What follows belongs to an exercise in optimizing a design on an open flow for small area; a production flow would make more cautious choices. In this exercise RTL edits were held to simulation tests only and were not proved equivalent to the original. No activity file was given, so power comes from the tool's default toggle rates.

== east ==
Design rv_core, start of the top module:
module rv_core (
  input  logic             clk,
  input  logic             rst,
  input  rv_pkg::word_t    insn,
  input  rv_pkg::word_t    dmem_rdata,
  output rv_pkg::word_t    pc,
  output rv_pkg::word_t    dmem_addr,
  output rv_pkg::word_t    dmem_wdata,
  output rv_pkg::byte_en_t dmem_be,
  output logic             halt
);
export LEC_CHECK = 0
export CAP_MARGIN = 20
export CORE_MARGIN = 2
export CORE_UTILIZATION = 60
export SLEW_MARGIN = 20
create_clock -name core_clock -period 15.0 [get_ports {clk}]
standard.sh (not shown) runs the stock make flow with config.mk's settings and CLKGATE_MAP_FILE= SYNTH_SCRIPT=/design/flow/synth_recipe.tcl, a recipe that flattens the netlist after the stock synthesis.
==> flow/flow/run.sh <==
#!/bin/bash
# Standard ORFS layout with these changes: after floorplan the combinational
# logic is remapped for area (flow/restructure.tcl), ports are buffered with the
# smallest buffer, and clock tree synthesis uses larger sink clusters without
# dummy loads.
set -euo pipefail
WORK=$(pwd)
mkdir -p "$WORK/rmp"
python3 "$WORK/flow/filter_lib.py" "$FLOW_HOME/platforms/sky130hd/lib/sky130_fd_sc_hd__tt_025C_1v80.lib" \
  "$WORK/rmp/restructure.lib" lpflow probe > "$WORK/filter_lib.log" 2>&1
export RMP_LIB="$WORK/rmp/restructure.lib"
export RMP_DIR="$WORK/rmp"
export POST_FLOORPLAN_TCL="$WORK/flow/restructure.tcl"
export BUFFER_PORTS_ARGS="-buffer_cell sky130_fd_sc_hd__buf_1"
export CTS_ARGS="-sink_clustering_enable -repair_clock_nets -dont_use_dummy_load -buf_list sky130_fd_sc_hd__clkbuf_8 -sink_clustering_size 20 -sink_clustering_max_diameter 40"
bash standard.sh > orfs_make.log 2>&1
==> flow/flow/filter_lib.py <==
"""Write a copy of a Liberty file without the cells whose names match any of the
given substrings (the platform's don't-use cells), for logic restructuring."""
import re
import sys

src, dst = sys.argv[1], sys.argv[2]
drop = sys.argv[3:]
text = open(src).read()
out = []
pos = 0
for m in re.finditer(r'\n\s*cell\s*\(\s*"?([\w]+)"?\s*\)\s*\{', text):
    if m.start() < pos:
        continue
    name = m.group(1)
    if not any(d in name for d in drop):
        continue
    # find the matching close brace of this cell group
    depth = 0
    i = m.end() - 1
    while True:
        c = text[i]
        if c == '{':
            depth += 1
        elif c == '}':
            depth -= 1
            if depth == 0:
                break
        i += 1
    out.append(text[pos:m.start()])
    pos = i + 1
out.append(text[pos:])
open(dst, 'w').write(''.join(out))
==> flow/flow/restructure.tcl <==
# Sourced after floorplan (POST_FLOORPLAN_TCL): drop the buffers synthesis
# inserted and remap the combinational logic for area. Registers are left as
# synthesis made them. The liberty given to the remapper has the platform's
# don't-use cells removed.
remove_buffers
restructure -target area -liberty_file $::env(RMP_LIB) \
  -tielo_port sky130_fd_sc_hd__conb_1/LO -tiehi_port sky130_fd_sc_hd__conb_1/HI \
  -work_dir $::env(RMP_DIR) -abc_logfile $::env(RMP_DIR)/abc.log
report_design_area
The following lists how south was set up differently from east:
--- a/flow/design.v
+++ b/flow/design.v
@@ -2,62 +2,66 @@
   localparam int xlen = 32;
   typedef logic [31:0]     word_t;
   typedef logic [4:0]      reg_addr_t;
   typedef logic [3:0]      byte_en_t;
   typedef logic [2:0]      funct3_t;
   typedef logic [7:0]      byte_t;
 endpackage
 `timescale 1ns/10ps
 module rv_regfile (
   input  logic              clk,
+  input  logic              pol,
   input  logic              we,
   input  logic              clr,
   input  rv_pkg::reg_addr_t rs1,
   input  rv_pkg::reg_addr_t rs2,
   input  rv_pkg::reg_addr_t rd,
   input  rv_pkg::byte_t     wd,
   output rv_pkg::byte_t     rs1_byte,
   output rv_pkg::byte_t     rs2_byte
 );
-  logic [31:0] regs [1:31];
+  logic [31:0]   regs [1:31];
+  rv_pkg::byte_t wd_s;
+  assign wd_s = wd ^ {8{pol}};
   always_ff @(posedge clk) begin
     for (int i = 1; i < 32; i++) begin
       if (clr || (we && rd == i[4:0])) begin
-        regs[i] <= {wd, regs[i][31:8]};
+        regs[i] <= {~wd_s, regs[i][31:8]};
       end else begin
-        regs[i] <= {regs[i][7:0], regs[i][31:8]};
+        regs[i] <= {~regs[i][7:0], regs[i][31:8]};
       end
     end
   end
   rv_pkg::byte_t tails [0:31];
   always_comb begin
-    tails[0] = '0;
+    tails[0] = {8{pol}};
     for (int i = 1; i < 32; i++) tails[i] = regs[i][7:0];
   end
-  assign rs1_byte = tails[rs1];
-  assign rs2_byte = tails[rs2];
+  assign rs1_byte = tails[rs1] ^ {8{pol}};
+  assign rs2_byte = tails[rs2] ^ {8{pol}};
 endmodule
 `timescale 1ns/10ps
 module rv_core (
   input  logic             clk,
   input  logic             rst,
   input  rv_pkg::word_t    insn,
   input  rv_pkg::word_t    dmem_rdata,
   output rv_pkg::word_t    pc,
   output rv_pkg::word_t    dmem_addr,
   output rv_pkg::word_t    dmem_wdata,
   output rv_pkg::byte_en_t dmem_be,
   output logic             halt
 );
   logic [1:0]  ph;        
   logic        pass;      
   logic        clr;       
+  logic        pol;       
   logic [31:2] pc_q;
   logic [23:0] s_q;       
   logic [31:0] t_q;       
   logic        c_q;       
   logic        ci_q;      
   logic        z_q;       
   logic        flag_q;    
   logic        sgn_q;     
   logic [4:0]  sh_q;      
   logic [4:0] op;
@@ -92,21 +96,21 @@
       imm = {{20{insn[31]}}, insn[7], insn[30:25], insn[11:8], 1'b0};
     else if (is_st)
       imm = {{21{insn[31]}}, insn[30:25], insn[11:7]};
     else
       imm = {{21{insn[31]}}, insn[30:20]};
     imm_b = imm[8*ph +: 8];
   end
   rv_pkg::byte_t rs1_b, rs2_b, wd;
   logic          we;
   rv_regfile regfile0 (
-    .clk(clk), .we(we), .clr(clr), .rs1(insn[19:15]), .rs2(insn[24:20]),
+    .clk(clk), .pol(pol), .we(we), .clr(clr), .rs1(insn[19:15]), .rs2(insn[24:20]),
     .rd(insn[11:7]), .wd(wd), .rs1_byte(rs1_b), .rs2_byte(rs2_b)
   );
   rv_pkg::byte_t pc_b, a, b, bx, sum, alu_out;
   logic          sub, cin, cout;
   assign pc_b = {pc_q, 2'b00} >> (8 * ph);
   assign a    = is_lui ? 8'h00 :
                 (is_auipc || is_jal || (is_br && pass)) ? pc_b : rs1_b;
   assign b    = (is_reg || (is_br && !pass)) ? rs2_b : imm_b;
   assign sub  = (is_reg && f3 == 3'b000 && insn[30]) || is_slt || (is_br && !pass);
   assign bx   = sub ? ~b : b;
@@ -182,21 +186,21 @@
               && !clr;
   logic [31:2] addr;
   logic [3:0]  be_mask;
   assign addr = {np, s_q[23:2]};
   assign dmem_addr = {addr, 2'b00};
   assign dmem_wdata = {f3[1] ? rs2_b : (f3[0] ? t_q[23:16] : t_q[15:8]),
                        f3[1] ? t_q[31:24] : t_q[15:8],
                        (f3[1:0] == 2'b00) ? t_q[15:8] : t_q[23:16],
                        t_q[15:8]};
   assign be_mask = f3[1] ? 4'b1111 : (f3[0] ? 4'b0011 : 4'b0001);
-  assign dmem_be = (is_st && !pass && ph == 2'd3 && !clr && !rst) ? (be_mask << s_q[1:0]) : 4'b0000;
+  assign dmem_be = (is_st && !pass && ph == 2'd3 && !clr && !rst) ? (be_mask << sh_q[4:3]) : 4'b0000;
   assign pc = {pc_q, 2'b00};
   always_ff @(posedge clk) begin
     if (rst) begin
       ph   <= 2'd0;
       pass <= 1'b0;
       clr  <= 1'b1;
       pc_q <= '0;
     end else begin
       ph <= ph + 2'd1;
       if (ph == 2'd3) begin
@@ -205,25 +209,26 @@
         end else if (last) begin
           pass <= 1'b0;
           pc_q <= addr;
         end else begin
           pass <= 1'b1;
         end
       end
     end
   end
   always_ff @(posedge clk) begin
+    if (ph == 2'd3) pol <= !pol;
     c_q  <= cout;
     ci_q <= inc_c;
     z_q  <= eq;
     if (ph == 2'd3 && !pass) flag_q <= flag_d;
-    if (ph == 2'd0 && !pass) sh_q <= is_ld ? {sum[1:0], 3'b000} : b[4:0];
+    if (ph == 2'd0 && !pass) sh_q <= (is_ld || is_st) ? {sum[1:0], 3'b000} : b[4:0];
     if (is_ld && pass) begin
       if (ld_in) sgn_q <= sh_out[7];
     end else if (ph == 2'd3) begin
       sgn_q <= rs1_b[7];
     end
     s_q <= {np, s_q[23:8]};
     if (is_ld && !pass && ph == 2'd3) begin
       t_q <= dmem_rdata;
     end else begin
       t_q <= {is_st ? rs2_b : (pass ? t_q[7:0] : rs1_b), t_q[31:8]};
==> run notes <==
Vias after detailed routing, south and east: larger value in east
Compared with east, south shows a higher worst voltage drop across the vdd grid.
Per the comparison of south with east, clock period minus final worst setup slack went up 640 ps, total length of routed wires went down 3.1%, final area held, worst slack after detailed placement went down 710 ps.
Share of power burned in the clock network: south vs east down 4.3 points
Between east and south, the cell count went down.

==> re-timing with driven ports <==
No port has a modelled driver above. Below, the same layouts with a new extraction and two added sets of constraints. Step 1, drivers: a clkbuf_16 drives clk and a buf_2 each remaining input, both assumed. Step 2 moves the port delays by t, midway between the first and last clock arrival at a register: inputs arrive t later, outputs are due t later. That takes back most of the time a late clock gives input paths. a / b / c = no drivers / after step 1 / after step 2; a / b = the first two.
| run | t, ns | setup slack, ns | worst setup path at the end | latest minus earliest clock arrival (ns) |
|---|---|---|---|---|
| east | 0.767 | 1.967 / 1.890 / 1.890 | input to output | 0.130 / 0.130 |
| south | 0.760 | 1.325 / 1.228 / 1.228 | input to output | 0.114 / 0.115 |
After both steps setup and hold are still met in every run listed. For south, which loses most, drivers alone change the setup slack by -0.097 ns; drivers and shift together by -0.097 ns.
